This design comes from an exercise in tuning for small area, a short achievable clock period and few clock cycles per item on the open sky130 flow, not from production work. In this exercise RTL edits were held to simulation tests only and were not proved equivalent to the original. No activity file was given, so power comes from the tool's default toggle rates.

### design/flow/run.sh
#!/bin/bash
# synth_recipe.tcl (not shown) runs the flow's synth.tcl, then flattens the netlist and writes it again
# the make line also repeats each setting of config.mk as NAME=value (left out here)
make -C /OpenROAD-flow-scripts/flow DESIGN_CONFIG=/design/flow/config.mk WORK_HOME=/design/flow/orfs CLKGATE_MAP_FILE= SYNTH_SCRIPT=/design/flow/synth_recipe.tcl finish
### design/flow/config.mk
export PLATFORM = sky130hd
export DESIGN_NAME = booth_mult_top
export DESIGN_NICKNAME = booth_mult_top
export VERILOG_FILES = /design/flow/design.v
export SDC_FILE = /design/flow/constraint.sdc
export NUM_CORES = 4
export LEC_CHECK = 0
export CAP_MARGIN = 20
export CORE_MARGIN = 2
export CORE_UTILIZATION = 40
export SLEW_MARGIN = 20
### design/flow/constraint.sdc
create_clock -name core_clock -period 5.5 [get_ports {clk}]
set_input_delay 1.1000 -clock core_clock [delete_from_list [all_inputs] [get_ports {clk}]]
set_output_delay 1.1000 -clock core_clock [all_outputs]
set_load 0.01 [all_outputs]
### design/flow/design.v
`timescale 1ns/10ps
module booth_recoder (
	input  logic                          clk,
	input  logic                          reset,
	input  logic                          in_valid,
	input  logic signed [16-1:0] multiplicand,
	input  logic signed [16-1:0] multiplier,
	output logic                          out_valid,
	output logic signed [16-1:0] out_md,
	output logic [2*16-1:0]      out_digits,
	output logic signed [32-1:0] out_acc
);
	localparam logic [1:0] BOOTH_NONE = 2'b00;  
	localparam logic [1:0] BOOTH_ADD  = 2'b01;  
	localparam logic [1:0] BOOTH_SUB  = 2'b10;  
	logic [16:0]       mpr_ext;   
	logic [2*16-1:0]   digits_next;
	assign mpr_ext = {multiplier, 1'b0};  
	always_comb begin
		for (int j = 0; j < 16; j++) begin
			case (mpr_ext[j +: 2])
				2'b01:   digits_next[2*j +: 2] = BOOTH_ADD;
				2'b10:   digits_next[2*j +: 2] = BOOTH_SUB;
				default: digits_next[2*j +: 2] = BOOTH_NONE;
			endcase
		end
	end
	always_ff @(posedge clk) begin
		if (reset) begin
			out_valid <= 1'b0;
		end else begin
			out_valid <= in_valid;
		end
		out_md     <= multiplicand;
		out_digits <= digits_next;
		out_acc    <= '0;  
	end
endmodule
`timescale 1ns/10ps
module cass_stage #(
	parameter int FIRST_ROW = 0   
) (
	input  logic                          clk,
	input  logic                          reset,
	input  logic                          in_valid,
	input  logic signed [16-1:0] in_md,
	input  logic [2*16-1:0]      in_digits,
	input  logic signed [32-1:0] in_acc,
	output logic                          out_valid,
	output logic signed [16-1:0] out_md,
	output logic [2*16-1:0]      out_digits,
	output logic signed [32-1:0] out_acc
);
	localparam logic [1:0] BOOTH_ADD = 2'b01;
	localparam logic [1:0] BOOTH_SUB = 2'b10;
	logic signed [32-1:0] md_ext;                         
	logic signed [32-1:0] row_acc [4+1];    
	assign md_ext     = 32'(in_md);
	assign row_acc[0] = in_acc;
	for (genvar r = 0; r < 4; r++) begin : g_row
		localparam int ROW = FIRST_ROW + r;
		logic signed [32-1:0] row_md;   
		logic signed [32-1:0] addend;
		logic                          cin;
		assign row_md = md_ext <<< ROW;
		always_comb begin
			case (in_digits[2*ROW +: 2])
				BOOTH_ADD: begin
					addend = row_md;
					cin    = 1'b0;
				end
				BOOTH_SUB: begin
					addend = ~row_md;  
					cin    = 1'b1;
				end
				default: begin
					addend = '0;
					cin    = 1'b0;
				end
			endcase
		end
		assign row_acc[r+1] = row_acc[r] + addend + {{(32-1){1'b0}}, cin};
	end
	always_ff @(posedge clk) begin
		if (reset) begin
			out_valid <= 1'b0;
		end else begin
			out_valid <= in_valid;
		end
		out_md     <= in_md;
		out_digits <= in_digits;  
		out_acc    <= row_acc[4];
	end
endmodule
`timescale 1ns/10ps
module product_assembler (
	input  logic                          clk,
	input  logic                          reset,
	input  logic                          in_valid,
	input  logic signed [32-1:0] in_acc,
	output logic                          out_valid,
	output logic signed [32-1:0] product
);
	localparam logic signed [32-1:0] ACC_OVF = {2'b01, {(32-2){1'b0}}};
	logic                          sign_bit;
	logic signed [32-1:0] product_next;
	assign sign_bit     = (in_acc == ACC_OVF) ? 1'b0 : in_acc[32-2];
	assign product_next = {sign_bit, in_acc[32-2:0]};
	always_ff @(posedge clk) begin
		if (reset) begin
			out_valid <= 1'b0;
		end else begin
			out_valid <= in_valid;
		end
		product <= product_next;
	end
endmodule
`timescale 1ns/10ps
module booth_mult_top (
	input  logic                          clk,
	input  logic                          reset,
	input  logic                          in_valid,
	input  logic signed [16-1:0] multiplicand,
	input  logic signed [16-1:0] multiplier,
	output logic                          out_valid,
	output logic signed [32-1:0] product
);
	logic                          c_valid  [4+1];
	logic signed [16-1:0] c_md     [4+1];
	logic [2*16-1:0]      c_digits [4+1];
	logic signed [32-1:0] c_acc    [4+1];
	booth_recoder u_decode (
		.clk          (clk),
		.reset        (reset),
		.in_valid     (in_valid),
		.multiplicand (multiplicand),
		.multiplier   (multiplier),
		.out_valid    (c_valid[0]),
		.out_md       (c_md[0]),
		.out_digits   (c_digits[0]),
		.out_acc      (c_acc[0])
	);
	for (genvar k = 0; k < 4; k++) begin : g_stage
		cass_stage #(
			.FIRST_ROW (k * 4)
		) u_exec (
			.clk        (clk),
			.reset      (reset),
			.in_valid   (c_valid[k]),
			.in_md      (c_md[k]),
			.in_digits  (c_digits[k]),
			.in_acc     (c_acc[k]),
			.out_valid  (c_valid[k+1]),
			.out_md     (c_md[k+1]),
			.out_digits (c_digits[k+1]),
			.out_acc    (c_acc[k+1])
		);
	end
	product_assembler u_result (
		.clk       (clk),
		.reset     (reset),
		.in_valid  (c_valid[4]),
		.in_acc    (c_acc[4]),
		.out_valid (out_valid),
		.product   (product)
	);
endmodule
==> results_dict.tcl <==
set metrics [dict create \
    status "timing/DRC/antenna clean" \
    worst_skew_pair.late_latency_ns 0.56 \
    synth-main-ff-cell "dfxtp_1" \
    worstSetupEndpoint "g_stage[3].u_exec.out_acc[24]" \
    synth_area_um2 23960 \
    die_h_um 248.8 \
    antenna_found_initial 0 \
    irDropWorstVdd_uv 232.6 \
    drt_first_pass_iters 5 \
    grt_remaining_overflow 0 \
    vias_per_cell 4.552 \
    fillers 5674 \
    p_leak_uw 0.01357 \
    async_flop_share_pct 0 \
    synthMuxAreaShare_pct 0 \
    finalMaxSlewViolations 0 \
    synth_edf_count 0 \
    setup_viol 0 \
    core_um2 59130 \
    slew_headroom_pct 49.80 \
    setup_ws_ns 0.2921 \
    place_area_um2 25390 \
    dp_hpwl_um 34600 \
    grt_max_degree 31 \
    cts_buffer_depth 3 \
    cts_tree "built" \
    nets 3225 \
    end_kind "flip-flop" \
    reg2reg_slack_ns 0.29 \
    startpoint_type "flip-flop" \
    synth-xor-area-share_pct 4.459 \
    die_width_um 248.8 \
    finalWorstPathRequiredPeriod_ns 5.208 \
    synth_compound_gate_area_share_pct 13.98 \
    rsz0062_at_grt "false" \
    p_sw_share_pct 44.31 \
    cp_slowest_cell "fa_1" \
    grt_usage_pct 13.91 \
    io_buffers 67 \
    skew_ns 0.02665 \
    io_pins 68 \
    initial_core_util_pct 40.52 \
    r2r_end "g_stage[3].u_exec.out_acc[24]" \
    max-cap-violations 0 \
    gp_congestion 0.8626 \
    critical_path.cell_chain "nand2b_1 > inv_1 > fa_1 > fa_1 > inv_1 > fa_1 > inv_1 > fa_1 > fa_1 > a211oi_1 > nor2_1 > o211ai_1 > nand3_1 > a31oi_4 > nand3b_1 > a31o_2 > a21oi_1 > xnor2_1" \
    synth_nets 3205 \
    area_growth_pct 11.64 \
    power.density_nw_per_um2 651.8 \
    slowest_delay_ns 0.56 \
    synthesis.instances 2710 \
    r2r_cells 18 \
    required_ns 5.98 \
    h-tree-depth 2 \
    synthSimpleGateAreaFrac_pct 9.603 \
    vias 16060 \
    die_area_um2 61880 \
    dp_slack_ns -0.03857 \
    tns_ns 0 \
    wl_per_cell_um 11.82 \
    cpMostUsedCell "fa_1" \
    synthAdderAreaFrac_pct 34.30 \
    crit_fanout 5 \
    critPathTopFamily "adder cells" \
    worst_pin_slew_ns 0.7529 \
    clkPwrFrac_pct 14.7 \
    grt_pass1_wl_um 74450 \
    root_buffer "clkbuf_16" \
    worstSetupPathType "reg2reg" \
    first_iter_violations 600 \
    postCtsSetupBuffers 0 \
    drive_gt1_share_pct 4.536 \
    wirelength_um 41710 \
    power_switching_uw 7726 \
    internal_power_uw 9710 \
    first_global_vias 16450 \
    rows 89 \
    crit_buf_inv 3 \
    clock.fmax_mhz 192.0 \
    combPwrFrac_pct 66.0 \
    clk_pin_slew_ns 0.06 \
    drc 0 \
    crit_start "g_stage[2].u_exec.out_digits[28]" \
    crit_cells 18 \
    final_antenna_net_count 0 \
    fin_crit_sh_pct 94.69 \
    yosysUniqueCellTypes 61 \
    hold_viol 0 \
    ys_warn_count 15 \
    rr_startpoint "g_stage[2].u_exec.out_digits[28]" \
    finalInstanceArea_um2 26750 \
    hold_path.class "reg2reg" \
    p_seq_share_pct 19.2 \
    antenna-diode-count 0 \
    arrival_ns 5.68 \
    cts_buffers 37 \
    syn_avg_cell_area_um2 8.842 \
    synth_top_family_by_area "adder cells" \
    cts_sinks 309 \
    ys_ff_latch 309 \
    yosysSeqAreaShare_pct 25.82 \
]
state kept, by name (all words and copies together), names as in the netlist:
name,count
g_stage.u_exec.out_valid,4
u_result.product,32
g_stage.u_exec.out_md,48
g_stage.u_exec.out_acc,128
u_decode.out_valid,1
u_decode.out_md,16
u_decode.out_digits,31
g_stage.u_exec.out_digits,48
u_result.out_valid,1
power groups by stage:
stage	Sequential (uW)	Clock (uW)	Combinational [uW]
6_report	3350	2570	11500
5_1_grt	3440	2750	13300
4_1_cts	3370	2650	11500
3_5_place_dp	3420	0	11400
3_3_place_gp	3410	0	11100
2_1_floorplan	3370	0	9080
metal layers:
layer  wire length, um  global-route usage [%]
met1             19460                   17.43
met2             20190                   24.70
met3              1242                   2.038
met4               817                   4.277
met5                 0                       0
worst min-delay path by stage:
stage	depth (start not counted)	slack [ns]	start	endpoint
detailed placement	0	0.31	g_stage[0].u_exec.out_digits[29]	g_stage[1].u_exec.out_digits[29]
finish	0	0.32	g_stage[0].u_exec.out_digits[21]	g_stage[1].u_exec.out_digits[21]
floorplan	0	0.31	u_decode.out_digits[10]	g_stage[0].u_exec.out_digits[10]
global route	0	0.33	g_stage[0].u_exec.out_digits[21]	g_stage[1].u_exec.out_digits[21]
global placement	0	0.31	u_decode.out_digits[31]	g_stage[0].u_exec.out_digits[31]
CTS	0	0.32	u_decode.out_digits[15]	g_stage[0].u_exec.out_digits[15]
cells by family after synthesis:
group	count (synthesis)
compound gates	559
simple gates	504
xor+xnor	122
buf+inv	756
flops	309
fa+ha+maj	460
layout make-up:
| cell class | instances | area, um^2 | share of cell area, % |
|---|---|---|---|
| Clock buffer | 44 | 1002 | 3.746 |
| Inverter | 639 | 2399 | 8.966 |
| Tap cell | 773 | 967.2 | 3.616 |
| Timing Repair Buffer | 98 | 903.4 | 3.377 |
| Clock inverter | 21 | 317.8 | 1.188 |
| Multi-Input combinational cell | 1645 | 14980 | 55.98 |
| Sequential cell | 309 | 6186 | 23.12 |
Yosys cell counts, drive strengths merged, types with 4 or more instances:
cell    count  area, um^2
inv       639        2399
fa        328        6566
dfxtp     309        6186
a21oi     234        1175
nor2      193       724.4
o21ai     153       773.2
nand2     136       510.5
ha        132        1652
clkbuf    113       424.2
xnor2      86       753.2
nor2b      75       469.2
a21o       58       435.4
xor2       36       315.3
nand2b     29       181.4
o21a       24       181.4
nand3      17       85.08
a211oi     15       122.6
nor3       14       70.07
o21bai     14       105.1
a31o        9       78.83
nor4        9       56.30
and3        8       50.05
o31ai       7       52.55
a31oi       6       43.79
o211ai      6       45.04
a311oi      5       50.04
and2        5       31.28
nand4       5       31.28
buf         4       15.01
o311ai      4       42.55
placed cells by master (no fill, tap or decap), types with 3 or more instances in the layout:
cell type / instances
inv_1: 639
fa_1: 328
dfxtp_1: 309
a21oi_1: 232
nor2_1: 193
o21ai_0: 150
nand2_1: 136
ha_1: 132
xnor2_1: 86
nor2b_1: 74
clkdlybuf4s50_1: 67
a21o_1: 58
clkbuf_16: 37
xor2_1: 36
buf_4: 31
nand2b_1: 29
o21a_1: 23
nand3_1: 17
o21bai_1: 14
nor3_1: 14
a211oi_1: 12
a31o_2: 9
nor4_1: 9
and3_1: 8
o211ai_1: 6
o31ai_1: 6
bufinv_16: 6
nand4_1: 5
and2_1: 5
a31oi_1: 5
clkbuf_8: 5
inv_6: 4
clkinv_2: 4
a311oi_1: 3
a211oi_2: 3
or3_1: 3
or2_2: 3
o2111ai_1: 3
stage by stage:
stage | utilization [%] | hold WS, ns | instances | power (uW)
floorplan | - | 0.3096 | 2710 | 12450
global placement | 42.94 | 0.3106 | 3464 | 14530
detailed placement | 42.94 | 0.3121 | 3464 | 14830
CTS | 45.18 | 0.3249 | 3529 | 17510
global route | 45.24 | 0.3259 | 3529 | 19480
finish | 45.24 | 0.3239 | 3529 | 17440
worst register-to-register path: cells and delay by family (launching register included):
family                   cells  cell delay (ns)
adder cells (fa/ha/maj)      5             2.57
AO/OA/AOI/OAI                5             1.26
flip-flops                   1             0.30
AND/OR/NAND/NOR              4             0.64
XOR/XNOR                     1             0.13
buffers and inverters        3             0.24
what timing repair did:
action,4_1_cts,5_1_grt
hold buffers,0,0
endpoints found under the setup margin,1,5
pin swaps,0,1
resized for setup,1,6
Testbench counts, summed over its fixed seeds: cycles 24,040, items 24,000.

[port drivers added, routing unchanged]
How much do the figures lean on ideal ports? The routed layout below was timed once more, with nothing changed but the port constraints.
Step 1 assumes that a clkbuf_16 drives the clock port and a buf_2 every other input.
Step 2 times the ports against the registers' clock, not the clock port: input delays grow and output delays shrink by t, the midpoint of the rising clock arrivals with the driver on.
a / b / c = ideal / step 1 / step 2; a / b = the first two.
shift t [ns]: 0.599
setup slack, ns: 0.292 / 0.292 / 0.292
pins driven straight from the clock port: 1
After both steps setup and hold are still met in this run. The setup slack of this run moves by 0.000 ns with the drivers and by 0.000 ns with both steps.
